This is an optimization exercise on Yosys and OpenROAD, whose aim is small area, a short achievable clock period and few clock cycles per item, not a production implementation.
Where RTL was checked, it was by simulation tests only, not by an equivalence proof against the original.
Power figures rest on the tool's default switching activity, not on a simulated workload.

==> inputs of run a <==
Design systolic_array_nxn, start of the top module:
module systolic_array_nxn #(
    parameter int unsigned N      = 4,
    parameter int unsigned DATA_W = 8,
    parameter int unsigned K_MAX  = 16,
    parameter int unsigned ACC_W  = 20,
    localparam int unsigned KW    = $clog2(K_MAX + 1)
) (
    input  logic                   clk,
    input  logic                   rst,
    input  logic                   enable,
    input  logic                   start,
    input  logic [KW-1:0]          k_len,
    input  logic                   in_valid,
    input  logic [N*DATA_W-1:0]    a_col,
    input  logic [N*DATA_W-1:0]    b_row,
    input  logic                   out_ready,
    output logic                   busy,
    output logic                   in_ready,
    output logic                   out_valid,
    output logic [N*N*ACC_W-1:0]   c_flat,
    output logic                   ovf
);
Settings: LEC_CHECK=0, CAP_MARGIN=20, CORE_MARGIN=2, CORE_UTILIZATION=40, SLEW_MARGIN=20, SYNTH_HIERARCHICAL=1, SYNTH_MINIMUM_KEEP_SIZE=0; clock period 6.0 ns.
standard.sh (not shown) runs the stock make flow with config.mk's settings and CLKGATE_MAP_FILE= SYNTH_SCRIPT=/design/flow/synth_recipe.tcl, a recipe that flattens the netlist after the stock synthesis.
==> flow/flow/run.sh <==
#!/bin/bash
# The standard layout (standard.sh), except for the port buffers: every port
# is buffered with sky130_fd_sc_hd__buf_1 (outputs drive only the 0.01 pF
# load) instead of the cell ORFS picks, and flow/ports.tcl then makes the
# input ports' buffers sky130_fd_sc_hd__buf_4 (inputs fan out to many gates).
set -euo pipefail
here=$(pwd)
bash standard.sh "BUFFER_PORTS_ARGS=-buffer_cell sky130_fd_sc_hd__buf_1" "PRE_RESIZE_TCL=$here/flow/ports.tcl" finish > standard_flow.log 2>&1
==> flow/flow/ports.tcl <==
# Run by ORFS just before the resize step (PRE_RESIZE_TCL): the ports were
# buffered with sky130_fd_sc_hd__buf_1 (BUFFER_PORTS_ARGS); each input port's
# buffer drives many gates, so make those sky130_fd_sc_hd__buf_4.
set n 0
set block [ord::get_db_block]
foreach bt [$block getBTerms] {
  if {[$bt getIoType] != "INPUT"} { continue }
  set net [$bt getNet]
  if {$net eq "NULL"} { continue }
  foreach it [$net getITerms] {
    set inst [$it getInst]
    if {[[$inst getMaster] getName] eq "sky130_fd_sc_hd__buf_1"} {
      replace_cell [$inst getName] sky130_fd_sc_hd__buf_4
      incr n
    }
  }
}
puts "Upsized $n input port buffers to sky130_fd_sc_hd__buf_4"
==> inputs of run b, as changes to run a <==
==> flow/run.sh (new file) <==
#!/bin/bash
# synth_recipe.tcl (not shown) runs the flow's synth.tcl, then flattens the netlist and writes it again
# the make line also repeats each setting of config.mk as NAME=value (left out here)
make -C /OpenROAD-flow-scripts/flow DESIGN_CONFIG=/design/flow/config.mk WORK_HOME=/design/flow/orfs CLKGATE_MAP_FILE= SYNTH_SCRIPT=/design/flow/synth_recipe.tcl finish
removed: flow/flow/run.sh
removed: flow/flow/ports.tcl
removed: flow/standard.sh
==> inputs of run c, as changes to run a <==
==> flow/flow/run.sh (replaced) <==
#!/bin/bash
# The standard layout (standard.sh), except for the port buffers: every input
# port gets a sky130_fd_sc_hd__buf_4 (inputs fan out to many gates) and every
# output port a sky130_fd_sc_hd__buf_1 (outputs drive only the 0.01 pF load),
# instead of the one cell ORFS picks for all ports. flow/ports.tcl does the
# buffering just before global placement, where ORFS would do it.
set -euo pipefail
here=$(pwd)
bash standard.sh DONT_BUFFER_PORTS=1 "PRE_GLOBAL_PLACE_TCL=$here/flow/ports.tcl" finish > standard_flow.log 2>&1
==> flow/flow/ports.tcl (replaced) <==
# Buffer every port (run by ORFS before global placement, DONT_BUFFER_PORTS=1).
puts "Perform port buffering (inputs buf_4, outputs buf_1)..."
buffer_ports -inputs -buffer_cell sky130_fd_sc_hd__buf_4
buffer_ports -outputs -buffer_cell sky130_fd_sc_hd__buf_1
==> summary.md <==
| Metric | Value |
|---|---|
| Status | `finished clean` |
| Initial antenna violation count | `9` |
| Sequential share of cell area | `0.239` |
| Fraction of area in multi-input gates | `0.622` |
| Met3 wire len | `12400 µm` |
| Most common cell on crit path | `fa_1` |
| Actual slew at the worst max-slew pin | `1.17 ns` |
| CP top delay family | `adder cells` |
| Power Density | `306 nW/µm²` |
| Top sig layer | `met5` |
| Critical Path Stages | `7` |
| Clk_skew | `0.0366 ns` |
| Clk. pwr | `6.45 mW` |
| Vias in the first global route | `48275` |
| Critical-path maximum fanout | `29` |
-- figures above: run a

==> summary.md <==
| Metric | Value |
|---|---|
| Clk_skew | `0.0286 ns` |
| Initial antenna violation count | `2` |
| Vias in the first global route | `46823` |
| Critical Path Stages | `8` |
| Fraction of area in multi-input gates | `0.639` |
| Most common cell on crit path | `a2111oi_2` |
| Sequential share of cell area | `0.245` |
| Status | `finished clean` |
| Top sig layer | `met4` |
| Final-layout clock buffer total | `129` |
| Leading power group | `sequential cells` |
| Kind of end point of the critical path | `register` |
| Clk. pwr | `6.75 mW` |
| Actual slew at the worst max-slew pin | `1.01 ns` |
| Critical-path maximum fanout | `7` |
| Final hold slack | `0.375 ns` |
| Met3 wire len | `15400 µm` |
-- figures above: run c

==> summary.md <==
| Metric | Value |
|---|---|
| Status | `finished clean` |
| Vias in the first global route | `48642` |
| Initial antenna violation count | `12` |
| CP top delay family | `adder cells` |
| Clk_skew | `0.0286 ns` |
| Power Density | `308 nW/µm²` |
| Most common cell on crit path | `fa_1` |
| Clk. pwr | `6.51 mW` |
| Actual slew at the worst max-slew pin | `1.12 ns` |
-- figures above: run b

No run of this note included a check of the RTL's function; only the layout flow was run.


==> sierra: inputs <==
Another version of the RTL of systolic_array_nxn (not shown whole).
Settings: LEC_CHECK=0, CAP_MARGIN=20, CORE_MARGIN=2, CORE_UTILIZATION=40, SLEW_MARGIN=20, SYNTH_HIERARCHICAL=1, SYNTH_MINIMUM_KEEP_SIZE=0; clock period 6.0 ns.
==> flow/flow/run.sh <==
#!/bin/bash
# The standard layout (standard.sh), except for the port buffers: every port
# is buffered with sky130_fd_sc_hd__buf_1 (outputs drive only the 0.01 pF
# load) instead of the cell ORFS picks, and flow/ports.tcl then makes the
# input ports' buffers sky130_fd_sc_hd__buf_4 (inputs fan out to many gates).
set -euo pipefail
here=$(pwd)
bash standard.sh "BUFFER_PORTS_ARGS=-buffer_cell sky130_fd_sc_hd__buf_1" "PRE_RESIZE_TCL=$here/flow/ports.tcl" finish > standard_flow.log 2>&1
==> flow/flow/ports.tcl <==
# Run by ORFS just before the resize step (PRE_RESIZE_TCL): the ports were
# buffered with sky130_fd_sc_hd__buf_1 (BUFFER_PORTS_ARGS); each input port's
# buffer drives many gates, so make those sky130_fd_sc_hd__buf_4.
set n 0
set block [ord::get_db_block]
foreach bt [$block getBTerms] {
  if {[$bt getIoType] != "INPUT"} { continue }
  set net [$bt getNet]
  if {$net eq "NULL"} { continue }
  foreach it [$net getITerms] {
    set inst [$it getInst]
    if {[[$inst getMaster] getName] eq "sky130_fd_sc_hd__buf_1"} {
      replace_cell [$inst getName] sky130_fd_sc_hd__buf_4
      incr n
    }
  }
}
puts "Upsized $n input port buffers to sky130_fd_sc_hd__buf_4"
==> inputs of onyx, as changes to sierra <==
--- a/flow/design.v
+++ b/flow/design.v
@@ -170,24 +170,19 @@
     assign n60 = ~(a[7] & b[3]);
     assign n61 = ~(a[7] & b[4]);
     assign n62 = ~(a[7] & b[5]);
     assign n63 = ~(a[7] & b[6]);
     assign np[27] = ~(a[7] & b[7]);
-    assign n65 = ~(n14 ^ n21);
-    assign n66 = n14 | n21;
+    fa u66 (.x(n14), .y(n21), .z(1'b1), .s(n65), .co(n66));
     fa u68 (.x(n15), .y(n22), .z(n29), .s(n67), .co(n68));
-    assign n69 = ~(n36 ^ n43);
-    assign n70 = n36 | n43;
+    fa u70 (.x(n36), .y(n43), .z(1'b1), .s(n69), .co(n70));
     fa u72 (.x(n16), .y(n23), .z(n30), .s(n71), .co(n72));
-    assign n73 = ~(n37 ^ n44);
-    assign n74 = n37 | n44;
+    fa u74 (.x(n37), .y(n44), .z(1'b1), .s(n73), .co(n74));
     fa u76 (.x(n24), .y(n31), .z(n38), .s(n75), .co(n76));
-    assign n77 = ~(n12 ^ n19);
-    assign n78 = n12 | n19;
+    fa u78 (.x(n12), .y(n19), .z(1'b1), .s(n77), .co(n78));
     fa u80 (.x(n13), .y(n20), .z(n27), .s(n79), .co(n80));
-    assign n81 = ~(n34 ^ n41);
-    assign n82 = n34 | n41;
+    fa u82 (.x(n34), .y(n41), .z(1'b1), .s(n81), .co(n82));
     fa u84 (.x(n28), .y(n35), .z(n42), .s(n83), .co(n84));
     fa u86 (.x(n49), .y(n7), .z(n65), .s(n85), .co(n86));
     fa u88 (.x(n50), .y(n57), .z(n8), .s(n87), .co(n88));
     fa u90 (.x(n66), .y(n69), .z(n67), .s(n89), .co(n90));
     fa u92 (.x(n51), .y(n58), .z(n70), .s(n91), .co(n92));
@@ -195,23 +190,21 @@
     fa u96 (.x(n45), .y(n52), .z(n59), .s(n95), .co(n96));
     fa u98 (.x(n74), .y(n72), .z(n75), .s(n97), .co(n98));
     fa u100 (.x(n32), .y(n39), .z(n46), .s(n99), .co(n100));
     fa u102 (.x(n53), .y(n60), .z(n76), .s(n101), .co(n102));
     fa u104 (.x(n40), .y(n47), .z(n54), .s(n103), .co(n104));
-    assign n105 = ~(n11 ^ n18);
-    assign n106 = n11 | n18;
+    fa u106 (.x(n11), .y(n18), .z(1'b1), .s(n105), .co(n106));
     fa u108 (.x(n26), .y(n33), .z(n5), .s(n107), .co(n108));
     fa u110 (.x(n6), .y(n78), .z(n81), .s(n109), .co(n110));
     fa u112 (.x(n82), .y(n80), .z(n83), .s(n111), .co(n112));
     fa u114 (.x(n84), .y(n87), .z(n86), .s(n113), .co(n114));
     fa u116 (.x(n88), .y(n91), .z(n90), .s(n115), .co(n116));
     fa u118 (.x(n95), .y(n92), .z(n94), .s(n117), .co(n118));
     fa u120 (.x(n96), .y(n99), .z(n101), .s(n119), .co(n120));
     fa u122 (.x(n61), .y(n100), .z(n103), .s(n121), .co(n122));
     fa u124 (.x(n48), .y(n55), .z(n62), .s(n123), .co(n124));
-    assign np[4] = ~(n10 ^ n17);
-    assign np[5] = n10 | n17;
+    fa u126 (.x(n10), .y(n17), .z(1'b1), .s(np[4]), .co(np[5]));
     fa u128 (.x(n25), .y(n4), .z(n105), .s(np[6]), .co(np[7]));
     fa u130 (.x(n106), .y(n77), .z(n107), .s(np[8]), .co(np[9]));
     fa u132 (.x(n108), .y(n79), .z(n109), .s(np[10]), .co(np[11]));
     fa u134 (.x(n110), .y(n85), .z(n111), .s(np[12]), .co(np[13]));
     fa u136 (.x(n112), .y(n89), .z(n113), .s(np[14]), .co(np[15]));
==> flow/flow/run.sh (replaced) <==
#!/bin/bash
# The standard layout (standard.sh), except for the port buffers: every port
# is buffered with sky130_fd_sc_hd__buf_1 (outputs drive only the 0.01 pF
# load) instead of the cell ORFS picks, and flow/ports.tcl then makes the
# buffers of input ports that fan out to several pins sky130_fd_sc_hd__buf_8.
set -euo pipefail
here=$(pwd)
bash standard.sh "BUFFER_PORTS_ARGS=-buffer_cell sky130_fd_sc_hd__buf_1" "PRE_RESIZE_TCL=$here/flow/ports.tcl" "POST_RESIZE_TCL=$here/flow/ports.tcl" finish > standard_flow.log 2>&1
==> flow/flow/ports.tcl (replaced) <==
# Run by ORFS just before and just after the resize step (PRE_RESIZE_TCL,
# POST_RESIZE_TCL). The ports were buffered with sky130_fd_sc_hd__buf_1
# (BUFFER_PORTS_ARGS), which global placement may have resized. An input
# port's buffer that drives more than 3 pins becomes sky130_fd_sc_hd__buf_8.
set n 0
set block [ord::get_db_block]
foreach bt [$block getBTerms] {
  if {[$bt getIoType] != "INPUT"} { continue }
  set net [$bt getNet]
  if {$net eq "NULL"} { continue }
  foreach it [$net getITerms] {
    set inst [$it getInst]
    set master [[$inst getMaster] getName]
    if {![regexp {^sky130_fd_sc_hd__(clk)?buf_[0-9]+$} $master]} { continue }
    set fanout 0
    foreach out [$inst getITerms] {
      if {[$out isOutputSignal] && [$out getNet] ne "NULL"} {
        set fanout [expr {[llength [[$out getNet] getITerms]] - 1}]
      }
    }
    if {$fanout > 3 && $master ne "sky130_fd_sc_hd__buf_8"} {
      replace_cell [$inst getName] sky130_fd_sc_hd__buf_8
      incr n
    }
  }
}
puts "Made $n input port buffers sky130_fd_sc_hd__buf_8"
==> inputs of yarrow, as changes to sierra <==
==> flow/flow/run.sh (replaced) <==
#!/bin/bash
# The standard layout (standard.sh), except for the port buffers: every port
# is buffered with sky130_fd_sc_hd__buf_1 (outputs drive only the 0.01 pF
# load) instead of the cell ORFS picks, and flow/ports.tcl then makes the
# buffers of input ports that fan out to many gates sky130_fd_sc_hd__buf_6.
set -euo pipefail
here=$(pwd)
bash standard.sh "BUFFER_PORTS_ARGS=-buffer_cell sky130_fd_sc_hd__buf_1" "PRE_RESIZE_TCL=$here/flow/ports.tcl" "POST_RESIZE_TCL=$here/flow/ports.tcl" finish > standard_flow.log 2>&1
==> flow/flow/ports.tcl (replaced) <==
# Run by ORFS just before and just after the resize step (PRE_RESIZE_TCL,
# POST_RESIZE_TCL). The ports were buffered with sky130_fd_sc_hd__buf_1
# (BUFFER_PORTS_ARGS), which global placement may have resized. An input
# port's buffer that drives many gates becomes sky130_fd_sc_hd__buf_6.
set n 0
set block [ord::get_db_block]
foreach bt [$block getBTerms] {
  if {[$bt getIoType] != "INPUT"} { continue }
  set net [$bt getNet]
  if {$net eq "NULL"} { continue }
  foreach it [$net getITerms] {
    set inst [$it getInst]
    set master [[$inst getMaster] getName]
    if {![regexp {^sky130_fd_sc_hd__(clk)?buf_[0-9]+$} $master]} { continue }
    set fanout 0
    foreach out [$inst getITerms] {
      if {[$out isOutputSignal] && [$out getNet] ne "NULL"} {
        set fanout [expr {[llength [[$out getNet] getITerms]] - 1}]
      }
    }
    if {$fanout > 8 && $master ne "sky130_fd_sc_hd__buf_6"} {
      replace_cell [$inst getName] sky130_fd_sc_hd__buf_6
      incr n
    }
  }
}
puts "Made $n input port buffers sky130_fd_sc_hd__buf_6"
==> inputs of cedar, as changes to sierra <==
--- a/flow/design.v
+++ b/flow/design.v
@@ -170,24 +170,19 @@
     assign n60 = ~(a[7] & b[3]);
     assign n61 = ~(a[7] & b[4]);
     assign n62 = ~(a[7] & b[5]);
     assign n63 = ~(a[7] & b[6]);
     assign np[27] = ~(a[7] & b[7]);
-    assign n65 = ~(n14 ^ n21);
-    assign n66 = n14 | n21;
+    fa u66 (.x(n14), .y(n21), .z(1'b1), .s(n65), .co(n66));
     fa u68 (.x(n15), .y(n22), .z(n29), .s(n67), .co(n68));
-    assign n69 = ~(n36 ^ n43);
-    assign n70 = n36 | n43;
+    fa u70 (.x(n36), .y(n43), .z(1'b1), .s(n69), .co(n70));
     fa u72 (.x(n16), .y(n23), .z(n30), .s(n71), .co(n72));
-    assign n73 = ~(n37 ^ n44);
-    assign n74 = n37 | n44;
+    fa u74 (.x(n37), .y(n44), .z(1'b1), .s(n73), .co(n74));
     fa u76 (.x(n24), .y(n31), .z(n38), .s(n75), .co(n76));
-    assign n77 = ~(n12 ^ n19);
-    assign n78 = n12 | n19;
+    fa u78 (.x(n12), .y(n19), .z(1'b1), .s(n77), .co(n78));
     fa u80 (.x(n13), .y(n20), .z(n27), .s(n79), .co(n80));
-    assign n81 = ~(n34 ^ n41);
-    assign n82 = n34 | n41;
+    fa u82 (.x(n34), .y(n41), .z(1'b1), .s(n81), .co(n82));
     fa u84 (.x(n28), .y(n35), .z(n42), .s(n83), .co(n84));
     fa u86 (.x(n49), .y(n7), .z(n65), .s(n85), .co(n86));
     fa u88 (.x(n50), .y(n57), .z(n8), .s(n87), .co(n88));
     fa u90 (.x(n66), .y(n69), .z(n67), .s(n89), .co(n90));
     fa u92 (.x(n51), .y(n58), .z(n70), .s(n91), .co(n92));
@@ -195,23 +190,21 @@
     fa u96 (.x(n45), .y(n52), .z(n59), .s(n95), .co(n96));
     fa u98 (.x(n74), .y(n72), .z(n75), .s(n97), .co(n98));
     fa u100 (.x(n32), .y(n39), .z(n46), .s(n99), .co(n100));
     fa u102 (.x(n53), .y(n60), .z(n76), .s(n101), .co(n102));
     fa u104 (.x(n40), .y(n47), .z(n54), .s(n103), .co(n104));
-    assign n105 = ~(n11 ^ n18);
-    assign n106 = n11 | n18;
+    fa u106 (.x(n11), .y(n18), .z(1'b1), .s(n105), .co(n106));
     fa u108 (.x(n26), .y(n33), .z(n5), .s(n107), .co(n108));
     fa u110 (.x(n6), .y(n78), .z(n81), .s(n109), .co(n110));
     fa u112 (.x(n82), .y(n80), .z(n83), .s(n111), .co(n112));
     fa u114 (.x(n84), .y(n87), .z(n86), .s(n113), .co(n114));
     fa u116 (.x(n88), .y(n91), .z(n90), .s(n115), .co(n116));
     fa u118 (.x(n95), .y(n92), .z(n94), .s(n117), .co(n118));
     fa u120 (.x(n96), .y(n99), .z(n101), .s(n119), .co(n120));
     fa u122 (.x(n61), .y(n100), .z(n103), .s(n121), .co(n122));
     fa u124 (.x(n48), .y(n55), .z(n62), .s(n123), .co(n124));
-    assign np[4] = ~(n10 ^ n17);
-    assign np[5] = n10 | n17;
+    fa u126 (.x(n10), .y(n17), .z(1'b1), .s(np[4]), .co(np[5]));
     fa u128 (.x(n25), .y(n4), .z(n105), .s(np[6]), .co(np[7]));
     fa u130 (.x(n106), .y(n77), .z(n107), .s(np[8]), .co(np[9]));
     fa u132 (.x(n108), .y(n79), .z(n109), .s(np[10]), .co(np[11]));
     fa u134 (.x(n110), .y(n85), .z(n111), .s(np[12]), .co(np[13]));
     fa u136 (.x(n112), .y(n89), .z(n113), .s(np[14]), .co(np[15]));
==> flow/flow/run.sh (replaced) <==
#!/bin/bash
# The standard layout (standard.sh), except for the port buffers: every port
# is buffered with sky130_fd_sc_hd__buf_1 (outputs drive only the 0.01 pF
# load) instead of the cell ORFS picks, and flow/ports.tcl then makes the
# buffers of input ports that fan out to several pins sky130_fd_sc_hd__buf_8.
set -euo pipefail
here=$(pwd)
bash standard.sh "BUFFER_PORTS_ARGS=-buffer_cell sky130_fd_sc_hd__buf_1" "PRE_RESIZE_TCL=$here/flow/ports.tcl" "POST_RESIZE_TCL=$here/flow/ports.tcl" finish > standard_flow.log 2>&1
==> flow/flow/ports.tcl (replaced) <==
# Run by ORFS just before and just after the resize step (PRE_RESIZE_TCL,
# POST_RESIZE_TCL). The ports were buffered with sky130_fd_sc_hd__buf_1
# (BUFFER_PORTS_ARGS), which global placement may have resized. An input
# port's buffer that drives more than 3 pins becomes sky130_fd_sc_hd__buf_8.
set n 0
set block [ord::get_db_block]
foreach bt [$block getBTerms] {
  if {[$bt getIoType] != "INPUT"} { continue }
  set net [$bt getNet]
  if {$net eq "NULL"} { continue }
  foreach it [$net getITerms] {
    set inst [$it getInst]
    set master [[$inst getMaster] getName]
    if {![regexp {^sky130_fd_sc_hd__(clk)?buf_[0-9]+$} $master]} { continue }
    set fanout 0
    foreach out [$inst getITerms] {
      if {[$out isOutputSignal] && [$out getNet] ne "NULL"} {
        set fanout [expr {[llength [[$out getNet] getITerms]] - 1}]
      }
    }
    if {$fanout > 3 && $master ne "sky130_fd_sc_hd__buf_8"} {
      replace_cell [$inst getName] sky130_fd_sc_hd__buf_8
      incr n
    }
  }
}
puts "Made $n input port buffers sky130_fd_sc_hd__buf_8"
SETUP_SLACK_MARGIN = 2.6   (was unset)
==> summary.txt <==
- DP Area: 58600 um2
- Buffering overhead: 4.22%
- Met2 wire length: 69200 um
- CP required: 6.59 ns
- Clock Power Share: 31.9%
- Hold WS: 0.460 ns
- # nets final: 6977
- Non-CTS inverters: 263
- P_sw: 7.34 mW
- Synth Area in Compound Gates: 5.28%
- Hpwl dp: 108000 um
- Clock buf count: 138
- Critical Path Sink: p_q[3][18]$_DFF_P_
- Outcome: finished clean
- Cells after DPL: 7379
- Layout cells sized above 1: 8.25%
- Total internal power: 12.7 mW
That was cedar.
==> summary.txt <==
- Outcome: finished clean
- Cells after DPL: 7413
- Clock buf count: 141
- Hold WS: 0.508 ns
- CP required: 6.55 ns
- DP Area: 57600 um2
- Hpwl dp: 105000 um
- Non-CTS inverters: 487
- Critical Path Sink: p_q[13][18]$_DFF_P_
- Total internal power: 12.1 mW
- Clock Power Share: 32.6%
- P_sw: 6.72 mW
- # nets final: 7118
- Synth Area in Compound Gates: 4.63%
- Buffering overhead: 3.72%
That was sierra.
==> summary.txt <==
- Outcome: finished clean
- Critical Path Sink: p_q[0][20]$_DFF_P_
- Met2 wire length: 66400 um
- Layout cells sized above 1: 7.76%
- Hpwl dp: 106000 um
- Total internal power: 12.6 mW
- Buffering overhead: 4.18%
- # nets final: 6971
- P_sw: 7.31 mW
That was onyx.
==> summary.txt <==
- Cells after DPL: 7413
- P_sw: 6.72 mW
- Total internal power: 12.1 mW
- Outcome: finished clean
- Clock Power Share: 32.5%
- Buffering overhead: 4.06%
- Met2 wire length: 64100 um
- Non-CTS inverters: 487
- Hold WS: 0.473 ns
- Hpwl dp: 105000 um
- Critical Path Sink: p_q[13][18]$_DFF_P_
- Layout cells sized above 1: 6.41%
- # nets final: 7116
- DP Area: 57800 um2
- Clock buf count: 135
- CP required: 6.57 ns
That was yarrow.
Testbench counts of sierra, summed over its fixed seeds: cycles 44,891, jobs 3,200.
Testbench counts of onyx, summed over its fixed seeds: cycles 44,891, jobs 3,200.
Testbench counts of yarrow, summed over its fixed seeds: cycles 44,891, jobs 3,200.
Testbench counts of cedar, summed over its fixed seeds: cycles 44,891, jobs 3,200.

port drivers added, routing unchanged:
Ports are ideal in the flow. The routed layouts listed here were re-timed in OpenROAD.
Step 1, drivers: a clkbuf_16 drives clk and a buf_2 each remaining input, both assumed.
Step 2 adds t to the input delays and takes it off the output delays; t is the mean of the earliest and latest rising clock arrival at the registers after step 1. Input paths then give back, and output paths get back, about the clock's delay inside the block.
a / b / c = no drivers / after step 1 / after step 2; a / b = the first two.
run | shift t [ns] | slack for setup (ns) | worst setup path after step 2
run a | 0.786 | 2.334 / 2.387 / 1.601 | input to register
run b | 0.788 | 1.750 / 1.809 / 1.020 | input to register
run c | 0.806 | 2.970 / 2.500 / 1.694 | input to register
sierra | 0.760 | 2.249 / 2.278 / 1.518 | input to register
onyx | 0.776 | 2.709 / 2.701 / 1.926 | input to register
yarrow | 0.772 | 2.432 / 2.478 / 1.707 | input to register
cedar | 0.786 | 2.813 / 2.817 / 2.031 | input to register
After both steps every run listed still meets setup and hold. The setup slack of run c, which loses most, moves by -0.470 ns with the drivers and by -1.276 ns with both steps.
